Context: an optimization exercise on an open-source flow, tuned for small area, a short achievable clock period and few clock cycles. The choices shown serve that exercise and are no tape-out recipe. The RTL was checked by simulation tests, not by an equivalence proof against the original design.

==> exp/garnet <==
==> flow/design.v <==
`default_nettype none
module multicycle_core #(
  parameter int DATA_W     = 32,
  parameter int IMEM_DEPTH = 16,
  parameter int DMEM_DEPTH = 16,
  parameter int MAX_INSTR  = 256
) (
  input  logic                          clk,
  input  logic                          rst,
  input  logic                          start,
  output logic                          busy,
  output logic                          done,
  output logic                          err,
  input  logic                          imem_we,
  input  logic [$clog2(IMEM_DEPTH)-1:0] imem_addr,
  input  logic [33:0]                   imem_wdata,
  output logic [$clog2(IMEM_DEPTH)-1:0] pc,
  input  logic [4:0]                    probe_reg_addr,
  output logic [DATA_W-1:0]             probe_reg_data,
  input  logic [$clog2(DMEM_DEPTH)-1:0] probe_dm_addr,
  output logic [DATA_W-1:0]             probe_dm_data
);
  localparam int c_IMEM_AW = $clog2(IMEM_DEPTH);
  localparam int c_DMEM_AW = $clog2(DMEM_DEPTH);
  localparam int c_CNT_W   = $clog2(MAX_INSTR + 1);
  logic                  r_busy;
  logic                  r_done;
  logic                  r_err;
  logic [c_IMEM_AW-1:0]  r_pc;      
  logic [c_CNT_W-1:0]    r_cnt;     
  logic [33:0]           r_ir;      
  logic                  r_go;      
  logic                  r_halt;    
  logic                  r_e_go;
  logic                  r_e_wen;       
  logic                  r_e_mem_write;
  logic                  r_e_load;      
  logic [2:0]            r_e_alu_ctl;
  logic [4:0]            r_e_dest;
  logic [DATA_W-1:0]     r_e_a;
  logic [DATA_W-1:0]     r_e_rt;        
  logic                  r_e_alu_src;   
  logic [15:0]           r_e_imm;
  logic [DATA_W-1:0]     r_e_b;         
  logic [c_DMEM_AW-1:0]  r_e_dm_addr;   
  logic [33:0]           r_imem [IMEM_DEPTH];
  logic [DATA_W-1:0]     r_rf   [1:31];
  logic [31:1]           r_rf_v;
  logic [DATA_W-1:0]     r_dmem [DMEM_DEPTH];
  logic [DMEM_DEPTH-1:0] r_dm_v;
  logic [c_IMEM_AW-1:0]  w_fetch_addr;
  logic [33:0]           w_fetch;
  logic                  w_fetch_halt;
  logic [IMEM_DEPTH-1:0] w_sel_f;
  always_ff @(posedge clk) begin
    if (imem_we && !r_busy) begin
      r_imem[imem_addr] <= imem_wdata;
    end
  end
  assign w_fetch_addr = r_busy ? r_pc : '0;
  always_comb begin
    for (int j = 0; j < IMEM_DEPTH; j++) begin
      w_sel_f[j] = (w_fetch_addr == c_IMEM_AW'(j));
    end
  end
  for (genvar b = 0; b < 34; b++) begin : g_im_rd
    logic [IMEM_DEPTH-1:0] w_col;
    always_comb begin
      for (int j = 0; j < IMEM_DEPTH; j++) w_col[j] = r_imem[j][b];
    end
    mc_ao16 u_rd (.d(w_col), .s(w_sel_f), .y(w_fetch[b]));
  end
  assign w_fetch_halt = (w_fetch == 34'd0);
  logic [4:0]            w_rs;
  logic [4:0]            w_rt;
  logic [4:0]            w_dest;
  logic [DATA_W-1:0]     w_ra;
  logic [DATA_W-1:0]     w_rb;
  logic [DATA_W-1:0]     w_wb_data;
  logic [DATA_W-1:0]     w_opa;
  logic [DATA_W-1:0]     w_opb;
  logic [DATA_W-1:0]     w_bop;
  logic [31:1]           w_sel_a;
  logic [31:1]           w_sel_b;
  logic [3:0]            w_pa_lo;   
  logic [7:0]            w_pa_hi;   
  assign w_rs   = r_ir[25:21];
  assign w_rt   = r_ir[20:16];
  assign w_dest = r_ir[31] ? r_ir[15:11] : r_ir[20:16];
  always_comb begin
    for (int k = 0; k < 4; k++) w_pa_lo[k] = (probe_reg_addr[1:0] == 2'(k));
    for (int k = 0; k < 8; k++) w_pa_hi[k] = (probe_reg_addr[4:2] == 3'(k));
    for (int i = 1; i < 32; i++) begin
      w_sel_a[i] = (r_rf_v[i] && r_busy && (w_rs == 5'(i))) ||
                   (r_rf_v[i] && !r_busy && w_pa_lo[i % 4] && w_pa_hi[i / 4]);
      w_sel_b[i] = r_rf_v[i] && (w_rt == 5'(i));
    end
  end
  for (genvar b = 0; b < DATA_W; b++) begin : g_rf_rd
    logic [31:1] w_col;
    always_comb begin
      for (int i = 1; i < 32; i++) w_col[i] = r_rf[i][b];
    end
    mc_ao31      u_ra (.d(w_col), .s(w_sel_a), .y(w_ra[b]));
    mc_ao31      u_rb (.d(w_col), .s(w_sel_b), .y(w_rb[b]));
  end
  assign w_opa = (r_e_go && r_e_wen && (r_e_dest == w_rs)) ? w_wb_data : w_ra;
  assign w_opb = (r_e_go && r_e_wen && (r_e_dest == w_rt)) ? w_wb_data : w_rb;
  assign w_bop = r_ir[30] ? DATA_W'($signed(r_ir[15:0])) : w_opb;
  logic [c_DMEM_AW-1:0]  w_d_dm_addr;
  always_comb begin
    case (r_ir[29:27])
      3'b000:  w_d_dm_addr = w_opa[c_DMEM_AW-1:0] & w_bop[c_DMEM_AW-1:0];
      3'b001:  w_d_dm_addr = w_opa[c_DMEM_AW-1:0] | w_bop[c_DMEM_AW-1:0];
      3'b010:  w_d_dm_addr = w_opa[c_DMEM_AW-1:0] + w_bop[c_DMEM_AW-1:0];
      3'b110:  w_d_dm_addr = w_opa[c_DMEM_AW-1:0] - w_bop[c_DMEM_AW-1:0];
      default: w_d_dm_addr = '0;
    endcase
  end
  logic [DATA_W-1:0]     w_sum;
  logic                  w_lt;
  logic [DATA_W-1:0]     w_alu_y;
  logic                  w_is_slt;
  assign r_e_b    = r_e_alu_src ? DATA_W'($signed(r_e_imm)) : r_e_rt;
  assign w_sum    = r_e_a + (r_e_alu_ctl[2] ? ~r_e_b : r_e_b) + DATA_W'(r_e_alu_ctl[2]);
  assign w_lt     = (r_e_a[DATA_W-1] != r_e_b[DATA_W-1]) ? r_e_a[DATA_W-1] : w_sum[DATA_W-1];
  assign w_is_slt = (r_e_alu_ctl == 3'b111);
  always_comb begin
    case (r_e_alu_ctl)
      3'b000:  w_alu_y = r_e_a & r_e_b;
      3'b001:  w_alu_y = r_e_a | r_e_b;
      3'b010:  w_alu_y = w_sum;
      3'b110:  w_alu_y = w_sum;
      3'b111:  w_alu_y = {{(DATA_W-1){1'b0}}, w_lt};
      default: w_alu_y = '0;
    endcase
  end
  logic [c_DMEM_AW-1:0]  w_dm_raddr;
  logic [DATA_W-1:0]     w_dm_rd;
  logic [DATA_W-1:0]     w_dm_word1;
  logic [DATA_W-1:0]     w_load;
  logic [c_DMEM_AW-1:0]  w_dm_idx;
  logic [DMEM_DEPTH-1:0] w_sel_d;
  assign w_dm_raddr = r_busy ? r_e_dm_addr : probe_dm_addr;
  always_comb begin
    for (int j = 0; j < DMEM_DEPTH; j++) begin
      w_sel_d[j] = r_dm_v[j] && (w_dm_raddr == c_DMEM_AW'(j));
    end
  end
  for (genvar b = 0; b < DATA_W; b++) begin : g_dm_rd
    logic [DMEM_DEPTH-1:0] w_col;
    always_comb begin
      for (int j = 0; j < DMEM_DEPTH; j++) w_col[j] = r_dmem[j][b];
    end
    mc_ao16 u_rd (.d(w_col), .s(w_sel_d), .y(w_dm_rd[b]));
  end
  assign w_dm_word1 = r_dmem[1] & {DATA_W{r_dm_v[1]}};
  assign w_load     = (w_is_slt && w_lt) ? w_dm_word1 : w_dm_rd;
  assign w_dm_idx   = w_is_slt ? c_DMEM_AW'(w_lt) : r_e_dm_addr;
  assign w_wb_data  = r_e_load ? w_load : w_alu_y;
  always_ff @(posedge clk) begin
    for (int i = 1; i < 32; i++) begin
      if (r_e_go && r_e_wen && (r_e_dest == 5'(i))) begin
        r_rf[i] <= w_wb_data;
      end
    end
    for (int j = 0; j < DMEM_DEPTH; j++) begin
      if (r_e_go && r_e_mem_write && (w_dm_idx == c_DMEM_AW'(j))) begin
        r_dmem[j] <= r_e_rt;
      end
    end
  end
  always_ff @(posedge clk or posedge rst) begin
    if (rst) begin
      r_rf_v <= '0;
      r_dm_v <= '0;
    end else begin
      for (int i = 1; i < 32; i++) begin
        if (r_e_go && r_e_wen && (r_e_dest == 5'(i))) begin
          r_rf_v[i] <= 1'b1;
        end
      end
      for (int j = 0; j < DMEM_DEPTH; j++) begin
        if (r_e_go && r_e_mem_write && (w_dm_idx == c_DMEM_AW'(j))) begin
          r_dm_v[j] <= 1'b1;
        end
      end
    end
  end
  always_ff @(posedge clk) begin
    r_e_a         <= w_opa;
    r_e_rt        <= w_opb;
    r_e_alu_src   <= r_ir[30];
    r_e_imm       <= r_ir[15:0];
    r_e_dm_addr   <= w_d_dm_addr;
    r_e_wen       <= r_ir[33] && (w_dest != 5'd0);
    r_e_mem_write <= r_ir[32];
    r_e_load      <= r_ir[26] && !r_ir[32];
    r_e_alu_ctl   <= r_ir[29:27];
    r_e_dest      <= w_dest;
  end
  logic w_issue;    
  logic w_load_ir;  
  assign w_issue   = r_busy && r_go;
  assign w_load_ir = w_issue || (!r_busy && start);
  always_ff @(posedge clk or posedge rst) begin
    if (rst) begin
      r_busy <= 1'b0;
      r_done <= 1'b0;
      r_err  <= 1'b0;
      r_pc   <= '0;
      r_e_go <= 1'b0;
    end else begin
      r_e_go <= w_issue;
      if (!r_busy) begin
        if (start) begin
          r_busy <= 1'b1;
          r_done <= 1'b0;
          r_err  <= 1'b0;
          r_pc   <= c_IMEM_AW'(1);
        end
      end else if (r_go) begin
        r_pc   <= r_pc + c_IMEM_AW'(1);
      end else begin
        r_busy <= 1'b0;
        r_done <= 1'b1;
        r_err  <= !r_halt;
      end
    end
  end
  always_ff @(posedge clk) begin
    if (w_load_ir) begin
      r_ir   <= w_fetch;
      r_halt <= w_fetch_halt;
    end
    if (!r_busy) begin
      r_cnt <= '0;
      r_go  <= !w_fetch_halt;
    end else if (r_go) begin
      r_cnt <= r_cnt + c_CNT_W'(1);
      r_go  <= !w_fetch_halt && (r_cnt != c_CNT_W'(MAX_INSTR - 1));
    end
  end
  assign busy           = r_busy;
  assign done           = r_done;
  assign err            = r_err;
  assign pc             = r_pc;
  assign probe_reg_data = w_ra;
  assign probe_dm_data  = w_dm_rd;
endmodule
module mc_ao31 (
  input  logic [30:0] d,
  input  logic [30:0] s,
  output logic        y
);
  logic [10:0] l1;
  logic [2:0]  l2;
  for (genvar k = 0; k < 10; k++) begin : g_l1
    mc_aoi222 u (.a1(d[3*k]), .a2(s[3*k]), .b1(d[3*k+1]), .b2(s[3*k+1]),
                 .c1(d[3*k+2]), .c2(s[3*k+2]), .y(l1[k]));
  end
  mc_nand2 u_l1_last (.a(d[30]), .b(s[30]), .y(l1[10]));
  mc_nand4 u_l2_0 (.a(l1[0]), .b(l1[1]), .c(l1[2]), .d(l1[3]), .y(l2[0]));
  mc_nand4 u_l2_1 (.a(l1[4]), .b(l1[5]), .c(l1[6]), .d(l1[7]), .y(l2[1]));
  mc_nand3 u_l2_2 (.a(l1[8]), .b(l1[9]), .c(l1[10]), .y(l2[2]));
  mc_or3   u_l3   (.a(l2[0]), .b(l2[1]), .c(l2[2]), .y(y));
endmodule
module mc_ao16 (
  input  logic [15:0] d,
  input  logic [15:0] s,
  output logic        y
);
  logic [5:0] l1;
  logic [1:0] l2;
  for (genvar k = 0; k < 5; k++) begin : g_l1
    mc_aoi222 u (.a1(d[3*k]), .a2(s[3*k]), .b1(d[3*k+1]), .b2(s[3*k+1]),
                 .c1(d[3*k+2]), .c2(s[3*k+2]), .y(l1[k]));
  end
  mc_nand2 u_l1_last (.a(d[15]), .b(s[15]), .y(l1[5]));
  mc_nand3 u_l2_0 (.a(l1[0]), .b(l1[1]), .c(l1[2]), .y(l2[0]));
  mc_nand3 u_l2_1 (.a(l1[3]), .b(l1[4]), .c(l1[5]), .y(l2[1]));
  mc_or2   u_l3   (.a(l2[0]), .b(l2[1]), .y(y));
endmodule
module mc_aoi222 (input logic a1, a2, b1, b2, c1, c2, output logic y);
  assign y = !((a1 && a2) || (b1 && b2) || (c1 && c2));
endmodule
module mc_nand2 (input logic a, b, output logic y);
  assign y = !(a && b);
endmodule
module mc_nand3 (input logic a, b, c, output logic y);
  assign y = !(a && b && c);
endmodule
module mc_nand4 (input logic a, b, c, d, output logic y);
  assign y = !(a && b && c && d);
endmodule
module mc_or2 (input logic a, b, output logic y);
  assign y = a || b;
endmodule
module mc_or3 (input logic a, b, c, output logic y);
  assign y = a || b || c;
endmodule
`default_nettype wire
==> flow/run.sh <==
#!/bin/bash
# synth_recipe.tcl (not shown) runs the flow's synth.tcl, then flattens the netlist and writes it again
# the make line also repeats each setting of config.mk as NAME=value (left out here)
make -C /OpenROAD-flow-scripts/flow DESIGN_CONFIG=/design/flow/config.mk WORK_HOME=/design/flow/orfs CLKGATE_MAP_FILE= SYNTH_SCRIPT=/design/flow/synth_recipe.tcl finish
==> flow/config.mk <==
export PLATFORM = sky130hd
export DESIGN_NAME = multicycle_core
export DESIGN_NICKNAME = multicycle_core
export VERILOG_FILES = /design/flow/design.v
export SDC_FILE = /design/flow/constraint.sdc
export NUM_CORES = 4
export LEC_CHECK = 0
export ABC_CLOCK_PERIOD_IN_PS = 5000
export CAP_MARGIN = 20
export CELL_PAD_IN_SITES_GLOBAL_PLACEMENT = 2
export CORE_MARGIN = 2
export CORE_UTILIZATION = 60
export CTS_BUF_LIST = sky130_fd_sc_hd__clkbuf_16
export CTS_CLUSTER_DIAMETER = 95
export CTS_CLUSTER_SIZE = 26
export PLACE_DENSITY = 0.75
export SETUP_SLACK_MARGIN = 5
export SLEW_MARGIN = 20
export SYNTH_HIERARCHICAL = 1
export SYNTH_MINIMUM_KEEP_SIZE = 0
==> flow/constraint.sdc <==
create_clock -name core_clock -period 12.0 [get_ports {clk}]
set_input_delay 2.4000 -clock core_clock [delete_from_list [all_inputs] [get_ports {clk}]]
set_output_delay 2.4000 -clock core_clock [all_outputs]
set_load 0.01 [all_outputs]
==> exp/yarrow (differences from exp/garnet) <==
--- a/flow/design.v
+++ b/flow/design.v
@@ -38,10 +38,8 @@
   logic [2:0]            r_e_alu_ctl;
   logic [4:0]            r_e_dest;
   logic [DATA_W-1:0]     r_e_a;
-  logic [DATA_W-1:0]     r_e_rt;        
-  logic                  r_e_alu_src;   
-  logic [15:0]           r_e_imm;
   logic [DATA_W-1:0]     r_e_b;         
+  logic [DATA_W-1:0]     r_e_st;        
   logic [c_DMEM_AW-1:0]  r_e_dm_addr;   
   logic [33:0]           r_imem [IMEM_DEPTH];
   logic [DATA_W-1:0]     r_rf   [1:31];
@@ -101,7 +99,7 @@
     always_comb begin
       for (int i = 1; i < 32; i++) w_col[i] = r_rf[i][b];
     end
-    mc_ao31      u_ra (.d(w_col), .s(w_sel_a), .y(w_ra[b]));
+    mc_ao31_fast u_ra (.d(w_col), .s(w_sel_a), .y(w_ra[b]));
     mc_ao31      u_rb (.d(w_col), .s(w_sel_b), .y(w_rb[b]));
   end
   assign w_opa = (r_e_go && r_e_wen && (r_e_dest == w_rs)) ? w_wb_data : w_ra;
@@ -121,7 +119,6 @@
   logic                  w_lt;
   logic [DATA_W-1:0]     w_alu_y;
   logic                  w_is_slt;
-  assign r_e_b    = r_e_alu_src ? DATA_W'($signed(r_e_imm)) : r_e_rt;
   assign w_sum    = r_e_a + (r_e_alu_ctl[2] ? ~r_e_b : r_e_b) + DATA_W'(r_e_alu_ctl[2]);
   assign w_lt     = (r_e_a[DATA_W-1] != r_e_b[DATA_W-1]) ? r_e_a[DATA_W-1] : w_sum[DATA_W-1];
   assign w_is_slt = (r_e_alu_ctl == 3'b111);
@@ -166,7 +163,7 @@
     end
     for (int j = 0; j < DMEM_DEPTH; j++) begin
       if (r_e_go && r_e_mem_write && (w_dm_idx == c_DMEM_AW'(j))) begin
-        r_dmem[j] <= r_e_rt;
+        r_dmem[j] <= r_e_st;
       end
     end
   end
@@ -189,9 +186,8 @@
   end
   always_ff @(posedge clk) begin
     r_e_a         <= w_opa;
-    r_e_rt        <= w_opb;
-    r_e_alu_src   <= r_ir[30];
-    r_e_imm       <= r_ir[15:0];
+    r_e_b         <= w_bop;
+    r_e_st        <= w_opb;
     r_e_dm_addr   <= w_d_dm_addr;
     r_e_wen       <= r_ir[33] && (w_dest != 5'd0);
     r_e_mem_write <= r_ir[32];
@@ -248,6 +244,25 @@
   assign probe_reg_data = w_ra;
   assign probe_dm_data  = w_dm_rd;
 endmodule
+module mc_ao31_fast (
+  input  logic [30:0] d,
+  input  logic [30:0] s,
+  output logic        y
+);
+  logic [15:0] l1;
+  logic [3:0]  l2;
+  logic [1:0]  l3;
+  for (genvar k = 0; k < 15; k++) begin : g_l1
+    mc_aoi22 u (.a1(d[2*k]), .a2(s[2*k]), .b1(d[2*k+1]), .b2(s[2*k+1]), .y(l1[k]));
+  end
+  mc_nand2 u_l1_last (.a(d[30]), .b(s[30]), .y(l1[15]));
+  for (genvar k = 0; k < 4; k++) begin : g_l2
+    mc_nand4 u (.a(l1[4*k]), .b(l1[4*k+1]), .c(l1[4*k+2]), .d(l1[4*k+3]), .y(l2[k]));
+  end
+  mc_nor2  u_l3_0 (.a(l2[0]), .b(l2[1]), .y(l3[0]));
+  mc_nor2  u_l3_1 (.a(l2[2]), .b(l2[3]), .y(l3[1]));
+  mc_nand2 u_l4   (.a(l3[0]), .b(l3[1]), .y(y));
+endmodule
 module mc_ao31 (
   input  logic [30:0] d,
   input  logic [30:0] s,
@@ -281,6 +296,9 @@
   mc_nand3 u_l2_1 (.a(l1[3]), .b(l1[4]), .c(l1[5]), .y(l2[1]));
   mc_or2   u_l3   (.a(l2[0]), .b(l2[1]), .y(y));
 endmodule
+module mc_aoi22 (input logic a1, a2, b1, b2, output logic y);
+  assign y = !((a1 && a2) || (b1 && b2));
+endmodule
 module mc_aoi222 (input logic a1, a2, b1, b2, c1, c2, output logic y);
   assign y = !((a1 && a2) || (b1 && b2) || (c1 && c2));
 endmodule
@@ -293,6 +311,9 @@
 module mc_nand4 (input logic a, b, c, d, output logic y);
   assign y = !(a && b && c && d);
 endmodule
+module mc_nor2 (input logic a, b, output logic y);
+  assign y = !(a || b);
+endmodule
 module mc_or2 (input logic a, b, output logic y);
   assign y = a || b;
 endmodule
Settings changed: CORE_UTILIZATION 60 to 50, CTS_CLUSTER_DIAMETER 95 to 80, CTS_CLUSTER_SIZE 26 to 20, PLACE_DENSITY 0.75 to 0.65.
==> results.py <==
metrics = {
    "layout": {
        "seq_share_pct": 67.9,
    },
    "yosys": {
        "synth_commonest_cells": "2083 x edfxtp_1, 971 x a222oi_1, 256 x nand2_1",
        "synth_cell_types": 80,
    },
    "setup_path": {
        "r2r_start": "r_e_alu_src",
        "cp.depth": 9,
        "path_cells": "buf_8, or3b_4, o32ai_4, and2_4, buf_12, a222oi_1, nand4_1, or3_4, buf_6",
    },
    "clocking": {
        "htree_num_levels": 3,
    },
    "sta": {
        "fmax_mhz": 140,
        "tightest_slew_ns": 1.11,
    },
    "run_status": {
        "status": "no timing/DRC/antenna violations",
    },
    "detailed_routing": {
        "wl_per_cell_um": 39.2,
    },
    "grt": {
        "use_met3_pct": 12.0,
        "met2_usage_pct": 56.2,
    },
}
That was exp/garnet.
==> results.py <==
metrics = {
    "run_status": {
        "status": "no timing/DRC/antenna violations",
    },
    "grt": {
        "use_met3_pct": 8.04,
        "met2_usage_pct": 49.6,
    },
    "detailed_routing": {
        "wl_per_cell_um": 37.9,
    },
    "yosys": {
        "synth_commonest_cells": "2083 x edfxtp_1, 650 x a222oi_1, 481 x a22oi_2",
        "synth_cell_types": 89,
    },
    "setup_path": {
        "cp.depth": 10,
        "path_cells": "clkdlybuf4s15_2, nand3_1, o21ai_0, and3_2, buf_12, a22oi_2, nand4_1, nor2_2, nand2_2, dlygate4sd2_1",
    },
    "clocking": {
        "htree_num_levels": 4,
    },
    "layout": {
        "seq_share_pct": 63.7,
    },
}
That was exp/yarrow.
Testbench counts of exp/garnet, summed over its fixed seeds: cycles 31,375.
Testbench counts of exp/yarrow, summed over its fixed seeds: cycles 31,375.

==> static timing again, ports no longer ideal <==
The results above use ideal ports. As a check the final layouts listed here were re-extracted and re-timed, cells and wires unchanged.
Step 1, drivers: a clkbuf_16 drives clk and a buf_2 each remaining input, both assumed.
Step 2 also shifts input and output timing later by t, the mid clock arrival at the registers, as if the neighbouring blocks saw the same clock.
Three values: no drivers, after step 1, after step 2; two values: the first two.
| run | t, ns | setup WS [ns] | worst hold slack (ns) | worst slew at a driven data input, ns |
|---|---|---|---|---|
| exp/garnet | 0.843 | 4.843 / 4.805 / 4.496 | 0.334 / 0.334 / 0.334 | 0.13 |
| exp/yarrow | 0.897 | 4.990 / 4.968 / 4.655 | 0.374 / 0.374 / 0.374 | 0.13 |
After both steps every run listed still meets setup and hold. For exp/garnet, which loses most, drivers alone change the setup slack by -0.038 ns; drivers and shift together by -0.347 ns.
